Context: an optimization exercise on an open-source flow, tuned for small area, a short achievable clock period and few clock cycles per item. The choices shown serve that exercise and are no tape-out recipe. RTL that was checked went through simulation tests only; none was proved equivalent to the original. Power is estimated from default activity; no workload was simulated.

## run 1
Design instr_mem_ctrl, start of the top module:
module instr_mem_ctrl #(
  parameter int XLEN   = 32,
  parameter int DEPTH  = 64,
  parameter int ADDR_W = 32,
  localparam int IDX_W = $clog2(DEPTH)
) (
  input  logic               i_clk,
  input  logic               i_rst,
  input  logic               i_clear,
  output logic               o_busy,
  input  logic               i_req_valid,
  output logic               o_req_ready,
  input  logic [ADDR_W-1:0]  i_req_addr,
  output logic               o_rsp_valid,
  input  logic               i_rsp_ready,
  output logic [XLEN-1:0]    o_rsp_instr,
  output logic [instr_mem_pkg::FAULT_W-1:0] o_rsp_fault,
  input  logic               i_wr_en,
  input  logic [ADDR_W-1:0]  i_wr_addr,
  input  logic [XLEN-1:0]    i_wr_data
);
Size: ~4500 cells after synthesis, roughly 2500 flip-flops, about 140 I/O pins, roughly 0.085 mm^2 of cells after synthesis.
==> flow/config.mk <==
export PLATFORM = sky130hd
export DESIGN_NAME = instr_mem_ctrl
export DESIGN_NICKNAME = instr_mem_ctrl
export VERILOG_FILES = /design/flow/design.v
export SDC_FILE = /design/flow/constraint.sdc
export NUM_CORES = 4
export LEC_CHECK = 0
export CAP_MARGIN = 20
export CORE_MARGIN = 2
export CORE_UTILIZATION = 70
export CTS_CLUSTER_DIAMETER = 100
export CTS_CLUSTER_SIZE = 30
export SETUP_SLACK_MARGIN = 2.15
export SLEW_MARGIN = 20
export TNS_END_PERCENT = 100
==> flow/constraint.sdc <==
create_clock -name core_clock -period 4.0 [get_ports {i_clk}]
set_input_delay 0.8000 -clock core_clock [delete_from_list [all_inputs] [get_ports {i_clk}]]
set_output_delay 0.8000 -clock core_clock [all_outputs]
set_load 0.01 [all_outputs]
run.sh (not shown) runs the stock make flow with config.mk's settings and CLKGATE_MAP_FILE= SYNTH_SCRIPT=/design/flow/synth_recipe.tcl, a recipe that flattens the netlist after the stock synthesis.
Testbench counts of run 1, summed over its fixed seeds: cycles 24,024, items 24,000.
The following lists how run 2 was set up differently from run 1:
# run 1
export LEC_CHECK = 0
export CAP_MARGIN = 20
export CORE_MARGIN = 2
export CORE_UTILIZATION = 70
export CTS_CLUSTER_DIAMETER = 100
export CTS_CLUSTER_SIZE = 30
export SETUP_SLACK_MARGIN = 2.15
export SLEW_MARGIN = 20
export TNS_END_PERCENT = 100
create_clock -name core_clock -period 4.0 [get_ports {i_clk}]
# run 2
export LEC_CHECK = 0
export CAP_MARGIN = 20
export CORE_MARGIN = 2
export CORE_UTILIZATION = 78
export CTS_CLUSTER_DIAMETER = 100
export CTS_CLUSTER_SIZE = 30
export SETUP_SLACK_MARGIN = 2.1
export SLEW_MARGIN = 20
export TNS_END_PERCENT = 100
create_clock -name core_clock -period 4.0 [get_ports {i_clk}]
==> run summary <==
- met2 capacity usage during global routing in run 2 is 7.3 points above run 1.
- Run 2 ended with more total number of vias than run 1.
- The more densely filled core belongs to run 2, not run 1.
- Per the comparison of run 2 with run 1, setup slack after layout moved down, share of the clock period used by the worst path moved up.
--- input diff run 2..run 3 ---
# run 2
export LEC_CHECK = 0
export CAP_MARGIN = 20
export CORE_MARGIN = 2
export CORE_UTILIZATION = 78
export CTS_CLUSTER_DIAMETER = 100
export CTS_CLUSTER_SIZE = 30
export SETUP_SLACK_MARGIN = 2.1
export SLEW_MARGIN = 20
export TNS_END_PERCENT = 100
create_clock -name core_clock -period 4.0 [get_ports {i_clk}]
# run 3
export LEC_CHECK = 0
export CAP_MARGIN = 20
export CORE_MARGIN = 2
export CORE_UTILIZATION = 70
export CTS_CLUSTER_DIAMETER = 100
export CTS_CLUSTER_SIZE = 30
export GPL_TIMING_DRIVEN = 0
export SETUP_SLACK_MARGIN = 2.15
export SLEW_MARGIN = 20
export TNS_END_PERCENT = 100
create_clock -name core_clock -period 4.0 [get_ports {i_clk}]
## What came out
Every run in the comparison, run 3 and run 2, completed the flow with a clean layout. [compare] base=run 2 new=run 3: cell count after placement higher; relative contribution of the clock network to total power has increased; worst setup slack decreased by 490 ps relative to the old numbers. Compared run 3 vs run 2, and count of buffers added by post-CTS timing repair for setup is up in run 3. Changes observed in run 3 relative to run 2: utilization after layout now sits lower, average routed wire per standard cell moved up.
Inputs modified between run 3 and run 4:
# run 3
export LEC_CHECK = 0
export CAP_MARGIN = 20
export CORE_MARGIN = 2
export CORE_UTILIZATION = 70
export CTS_CLUSTER_DIAMETER = 100
export CTS_CLUSTER_SIZE = 30
export GPL_TIMING_DRIVEN = 0
export SETUP_SLACK_MARGIN = 2.15
export SLEW_MARGIN = 20
export TNS_END_PERCENT = 100
create_clock -name core_clock -period 4.0 [get_ports {i_clk}]
# run 4
export LEC_CHECK = 0
export CAP_MARGIN = 20
export CORE_MARGIN = 2
export CORE_UTILIZATION = 70
export CTS_CLUSTER_DIAMETER = 100
export CTS_CLUSTER_SIZE = 30
export SETUP_SLACK_MARGIN = 2.1
export SLEW_MARGIN = 20
export TNS_END_PERCENT = 100
create_clock -name core_clock -period 4.0 [get_ports {i_clk}]
Findings:
Run 3 → run 4: average detailed-routed wire length per instance has decreased, met1 layer wirelength in the final routing has decreased. For global-route wire length before repair, dividing the value from run 4 by the value from run 3 gives 0.943. | number of global-route vias before repair | run 4 vs run 3 | 1017 lower |. Run 4 vs run 3 on share of layout cells above drive strength 1: run 4 is the lower one. Sort run 4 and run 3 by fraction of area in registers, ascending, and run 3 comes first. Run 4 vs run 3: number of search-and-repair iterations in the first detailed-routing pass down. Summary: worst setup margin, run 4 better than run 3. Lower area growth from synthesis to layout was reported by run 4, not run 3. Run 4 against run 3: sequential cell count did not really move; final cell count down 3.6%.

---

The RTL this note starts from:
==> flow/design.v <==
package instr_mem_pkg;
  typedef enum logic {
    CLEAR = 1'b0,
    RUN   = 1'b1
  } state_t;
  localparam int FAULT_W        = 2;
  localparam int FAULT_MISALIGN = 0;
  localparam int FAULT_RANGE    = 1;
endpackage
module instr_mem_array #(
  parameter int XLEN   = 32,
  parameter int DEPTH  = 64,
  parameter int GROUPS = 2
) (
  input  logic                   i_clk,
  input  logic [DEPTH-1:0]       i_we_row,
  input  logic [XLEN-1:0]        i_wdata,
  input  logic [DEPTH-1:0]       i_rsel,
  output logic [GROUPS*XLEN-1:0] o_rdata    
);
  localparam int ROWS = DEPTH / GROUPS;
  logic [XLEN-1:0] r_mem [DEPTH];
  always_ff @(posedge i_clk) begin
    for (int i = 0; i < DEPTH; i++) begin
      if (i_we_row[i]) begin
        r_mem[i] <= i_wdata;
      end
    end
  end
  always_comb begin
    for (int g = 0; g < GROUPS; g++) begin
      o_rdata[g*XLEN +: XLEN] = '0;
      for (int i = 0; i < ROWS; i++) begin
        o_rdata[g*XLEN +: XLEN] = o_rdata[g*XLEN +: XLEN]
                                | (r_mem[g*ROWS + i] & {XLEN{i_rsel[g*ROWS + i]}});
      end
    end
  end
endmodule
module instr_mem_ctrl #(
  parameter int XLEN   = 32,
  parameter int DEPTH  = 64,
  parameter int ADDR_W = 32,
  localparam int IDX_W = $clog2(DEPTH)
) (
  input  logic               i_clk,
  input  logic               i_rst,
  input  logic               i_clear,
  output logic               o_busy,
  input  logic               i_req_valid,
  output logic               o_req_ready,
  input  logic [ADDR_W-1:0]  i_req_addr,
  output logic               o_rsp_valid,
  input  logic               i_rsp_ready,
  output logic [XLEN-1:0]    o_rsp_instr,
  output logic [instr_mem_pkg::FAULT_W-1:0] o_rsp_fault,
  input  logic               i_wr_en,
  input  logic [ADDR_W-1:0]  i_wr_addr,
  input  logic [XLEN-1:0]    i_wr_data
);
  localparam int RSP_W  = XLEN + instr_mem_pkg::FAULT_W;
  localparam int FN     = 4;           
  localparam int GROUPS = 2;           
  logic                 r_busy;
  logic                 r_run;
  logic                 r_ready;       
  logic                 r_stall;       
  logic [FN-1:0]        r_inflight;    
  logic [DEPTH-1:0]     r_we_row;
  logic [XLEN-1:0]      r_wdata;
  logic                 r_sel_valid;
  logic [DEPTH-1:0]     r_rsel;
  logic [instr_mem_pkg::FAULT_W-1:0] r_sel_fault;
  logic                 r_rd_valid;
  logic [instr_mem_pkg::FAULT_W-1:0] r_rd_fault;
  logic [GROUPS*XLEN-1:0] r_rd;
  logic                 r_out_valid;
  logic                 r_out_empty;
  logic [RSP_W-1:0]     r_out;
  logic [RSP_W-1:0]     r_fifo [FN];
  logic [FN-1:0]        r_head;        
  logic [1:0]           r_tail;
  logic [FN-1:1]        r_fifo_cnt;    
  logic [FN-1:0]        w_fifo_cnt;
  logic                 w_req_misalign;
  logic                 w_req_range;
  logic                 w_wr_range;
  logic                 w_wr_go;
  logic                 w_clear_go;
  logic                 w_start;
  logic                 w_busy_next;
  logic                 w_req_fire;
  logic                 w_rsp_fire;
  logic [FN-1:0]        w_head_next;
  logic [FN-1:0]        w_fifo_left;   
  logic [FN-1:0]        w_fifo_cnt_next;
  logic [FN-1:0]        w_inflight_next;
  logic                 w_unused;
  logic [GROUPS*XLEN-1:0] w_rdata;
  logic [XLEN-1:0]      w_rd_word;
  logic [RSP_W-1:0]     w_rd;
  logic [FN-1:0]        w_out_sel;     
  logic                 w_out_fifo;    
  logic [RSP_W-1:0]     w_out_entry;
  assign w_req_misalign = |i_req_addr[1:0];
  assign w_req_range    = |i_req_addr[ADDR_W-1:IDX_W+2];
  assign w_wr_range     = |i_wr_addr[ADDR_W-1:IDX_W+2];
  assign w_unused       = ^i_wr_addr[1:0];
  assign w_clear_go  = r_run && i_clear;
  assign w_start     = i_rst || w_clear_go;
  assign w_busy_next = w_start || (!r_run && !r_we_row[DEPTH-1]);
  assign w_wr_go     = i_wr_en && !w_wr_range && r_run && !i_clear && !i_rst;
  always_ff @(posedge i_clk) begin
    r_busy <= w_busy_next;
    r_run  <= !w_busy_next;
    for (int i = 0; i < DEPTH; i++) begin
      r_we_row[i] <= (w_wr_go && (i_wr_addr[IDX_W+1:2] == IDX_W'(i)))
                   || ((i == 0) ? w_start : (!r_run && !i_rst && r_we_row[(i + DEPTH - 1) % DEPTH]));
    end
    r_wdata <= w_busy_next ? '0 : i_wr_data;
  end
  assign w_req_fire = i_req_valid && !r_stall;
  assign w_rsp_fire = !r_out_empty && i_rsp_ready;
  always_ff @(posedge i_clk) begin
    r_sel_valid <= w_req_fire && !w_start;
    r_sel_fault <= {w_req_range, w_req_misalign};
    for (int i = 0; i < DEPTH; i++) begin
      r_rsel[i] <= (i_req_addr[IDX_W+1:2] == IDX_W'(i)) && !w_req_misalign && !w_req_range;
    end
    r_rd_valid <= r_sel_valid && !w_start;
    r_rd_fault <= r_sel_fault;
    r_rd       <= w_rdata;
  end
  instr_mem_array #(
    .XLEN   (XLEN),
    .DEPTH  (DEPTH),
    .GROUPS (GROUPS)
  ) u_array (
    .i_clk    (i_clk),
    .i_we_row (r_we_row),
    .i_wdata  (r_wdata),
    .i_rsel   (r_rsel),
    .o_rdata  (w_rdata)
  );
  always_comb begin
    w_rd_word = '0;
    for (int g = 0; g < GROUPS; g++) begin
      w_rd_word = w_rd_word | r_rd[g*XLEN +: XLEN];
    end
  end
  assign w_rd = {r_rd_fault, w_rd_word};
  assign w_fifo_cnt      = {r_fifo_cnt, !r_out_empty};
  assign w_head_next     = w_rsp_fire ? {r_head[FN-2:0], r_head[FN-1]} : r_head;
  assign w_fifo_left     = w_rsp_fire ? (w_fifo_cnt >> 1) : w_fifo_cnt;
  assign w_fifo_cnt_next = r_rd_valid ? {w_fifo_left[FN-2:0], 1'b1} : w_fifo_left;
  always_comb begin
    w_inflight_next = r_inflight;
    if (w_req_fire && !w_rsp_fire) w_inflight_next = {r_inflight[FN-2:0], 1'b1};
    if (!w_req_fire && w_rsp_fire) w_inflight_next = r_inflight >> 1;
  end
  always_ff @(posedge i_clk) begin
    if (w_start) begin
      r_out_valid <= 1'b0;
      r_out_empty <= 1'b1;
      r_head      <= FN'(1);
      r_tail      <= '0;
      r_fifo_cnt  <= '0;
      r_inflight  <= '0;
      r_ready     <= 1'b0;
      r_stall     <= 1'b1;
    end else begin
      r_out_valid <= w_fifo_cnt_next[0];
      r_out_empty <= !w_fifo_cnt_next[0];
      r_head      <= w_head_next;
      if (r_rd_valid) r_tail <= r_tail + 1'b1;
      r_fifo_cnt  <= w_fifo_cnt_next[FN-1:1];
      r_inflight  <= w_inflight_next;
      r_ready     <= !w_busy_next && !w_inflight_next[FN-1];
      r_stall     <= w_busy_next || w_inflight_next[FN-1];
    end
  end
  assign w_out_sel  = i_rsp_ready ? {r_head[FN-2:0], r_head[FN-1]} : r_head;
  assign w_out_fifo = i_rsp_ready ? w_fifo_cnt[1] : w_fifo_cnt[0];
  always_comb begin
    w_out_entry = '0;
    for (int k = 0; k < FN; k++) begin
      w_out_entry = w_out_entry | (r_fifo[k] & {RSP_W{w_out_sel[k]}});
    end
  end
  always_ff @(posedge i_clk) begin
    r_out <= w_out_fifo ? w_out_entry : w_rd;
    for (int k = 0; k < FN; k++) begin
      if (r_rd_valid && r_tail == 2'(k)) begin
        r_fifo[k] <= w_rd;
      end
    end
  end
  assign o_busy      = r_busy;
  assign o_req_ready = r_ready;
  assign o_rsp_valid = r_out_valid;
  assign o_rsp_fault = r_out[XLEN +: instr_mem_pkg::FAULT_W];
  assign o_rsp_instr = r_out[XLEN-1:0];
endmodule
make LEC_CHECK=0 CAP_MARGIN=20 CORE_MARGIN=2 CORE_UTILIZATION=65 CTS_CLUSTER_DIAMETER=100 CTS_CLUSTER_SIZE=30 SETUP_SLACK_MARGIN=2.1 SLEW_MARGIN=20 TNS_END_PERCENT=100 finish   # period 4.0 ns
Testbench counts at the start, summed over its fixed seeds: cycles 24,024, items 24,000.
Rerun with:
CORE_UTILIZATION = 70   (was 65)
TNS_END_PERCENT = 30   (was 100)
Design area came out lower slightly.
Sequential power barely changes.
Cell count came out lower by a few percent.
Total power hardly moves.
Clock skew is about the same.
Rerun with:
CAP_MARGIN = 0   (was 20)
SETUP_SLACK_MARGIN = 2.15   (was 2.1)
SLEW_MARGIN = 0   (was 20)
TNS_END_PERCENT = 100   (was 30)
The changed run finished with timing, DRC and antenna clean.
Total power barely changes.
Clock power hardly moves.
Count of clock-buffer cells in the layout falls by 2.
Wire length rises by 1.6%.
Setup slack gets better by 0.079 ns.
Sequential share of layout area falls by 0.43 points.
Area after synthesis does not change.
Die area stays the same.
Critical path depth falls by 3.
Sequential power barely changes.
First-iteration DRC count rises by 2.2%.

---

run a:
Another version of the RTL of instr_mem_ctrl (not shown whole).
Size in the first run: roughly 140 I/O pins, ~0.077 mm^2 of cells after synthesis.
Settings: LEC_CHECK=0, CAP_MARGIN=20, CORE_MARGIN=2, CORE_UTILIZATION=60, SETUP_SLACK_MARGIN=2.0, SLEW_MARGIN=20, TNS_END_PERCENT=100; clock period 4.0 ns.
### run a -> run b
Settings: SETUP_SLACK_MARGIN removed (was 2.0); TNS_END_PERCENT removed (was 100).
- Run b was carried through to the last stage, and its layout satisfied the timing, DRC and antenna checks.
- Relative contribution of the clock network to total power of run a is on par with run b.
- Of run b and run a, the higher final area belongs to run a.
- Run b against run a; instance area at placement is down slightly.
No functional check of the RTL was part of any run of this note.

---

main:
instr_mem_ctrl, a different RTL version from the one above (not shown whole).
Size in the first run: about 2400 flip-flops.
export LEC_CHECK = 0
export CAP_MARGIN = 20
export CORE_MARGIN = 2
export CORE_UTILIZATION = 60
export CTS_CLUSTER_DIAMETER = 100
export CTS_CLUSTER_SIZE = 30
export SETUP_SLACK_MARGIN = 1.9
export SLEW_MARGIN = 20
export TNS_END_PERCENT = 100
create_clock -name core_clock -period 4.0 [get_ports {i_clk}]
Testbench counts of main, summed over its fixed seeds: cycles 24,024, items 24,000.
> inputs changed (main -> the feature branch)
Settings: CORE_UTILIZATION now 70, was 60; SETUP_SLACK_MARGIN now 2.1, was 1.9.
Re proportion of layout cells with a drive suffix above 1: main was lower than the feature branch. Re area overhead of the layout relative to synthesis: the feature branch is 1.7 points up on main. In the feature branch, the critical path depth in cells came out 2 below the value in main. Compared with main, in the feature branch tightest hold margin essentially unchanged, total die area decreased 20000 sq um, area of all placed cells without fillers increased 1.5%, met3 usage in global routing increased 5.0 points. Between main and the feature branch, relative slew slack decreased. The feature branch: register-to-register slack is 0.08 ns higher than what main reported. The feature branch ended up with a higher wire length than main did.

-- re-timing with driven ports --
The results above use ideal ports. As a check the final layouts listed here were re-extracted and re-timed, cells and wires unchanged. Step 1 assumes that a clkbuf_16 drives the clock port and a buf_2 every other input. Step 2 times the ports against the registers' clock, not the clock port: input delays grow and output delays shrink by t, the midpoint of the rising clock arrivals with the driver on. Slacks: no drivers / after step 1 / after step 2; pairs: no drivers / after step 1.
run | shift t [ns] | slack for setup (ns) | worst setup path after step 2 | worst slew at a driven data input, ns
run 1 | 0.815 | 2.009 / 1.923 / 1.376 | input to register | 0.08
run 2 | 0.811 | 1.989 / 1.906 / 1.293 | input to register | 0.16
run 3 | 0.820 | 1.494 / 1.494 / 1.356 | input to register | 0.19
run 4 | 0.806 | 1.991 / 1.909 / 1.338 | input to register | 0.24
the first run of note 2 | 0.830 | 1.974 / 1.887 / 1.383 | input to register | 0.27
the second run of note 2 | 0.808 | 1.929 / 1.907 / 1.366 | input to register | 0.13
the third run of note 2 | 0.815 | 2.008 / 1.921 / 1.439 | input to register | 0.09
run a | 0.941 | 1.138 / 1.173 / 0.232 | input to register | 0.06
run b | 0.896 | 0.542 / 0.595 / -0.301 | input to register | 0.11
main | 0.813 | 1.866 / 1.792 / 1.230 | input to register | 0.09
the feature branch | 0.806 | 1.896 / 1.812 / 1.309 | input to register | 0.12
Met with ideal ports but missed after step 2: setup timing in run b. The setup slack of run a, which loses most, moves by +0.035 ns with the drivers and by -0.906 ns with both steps.
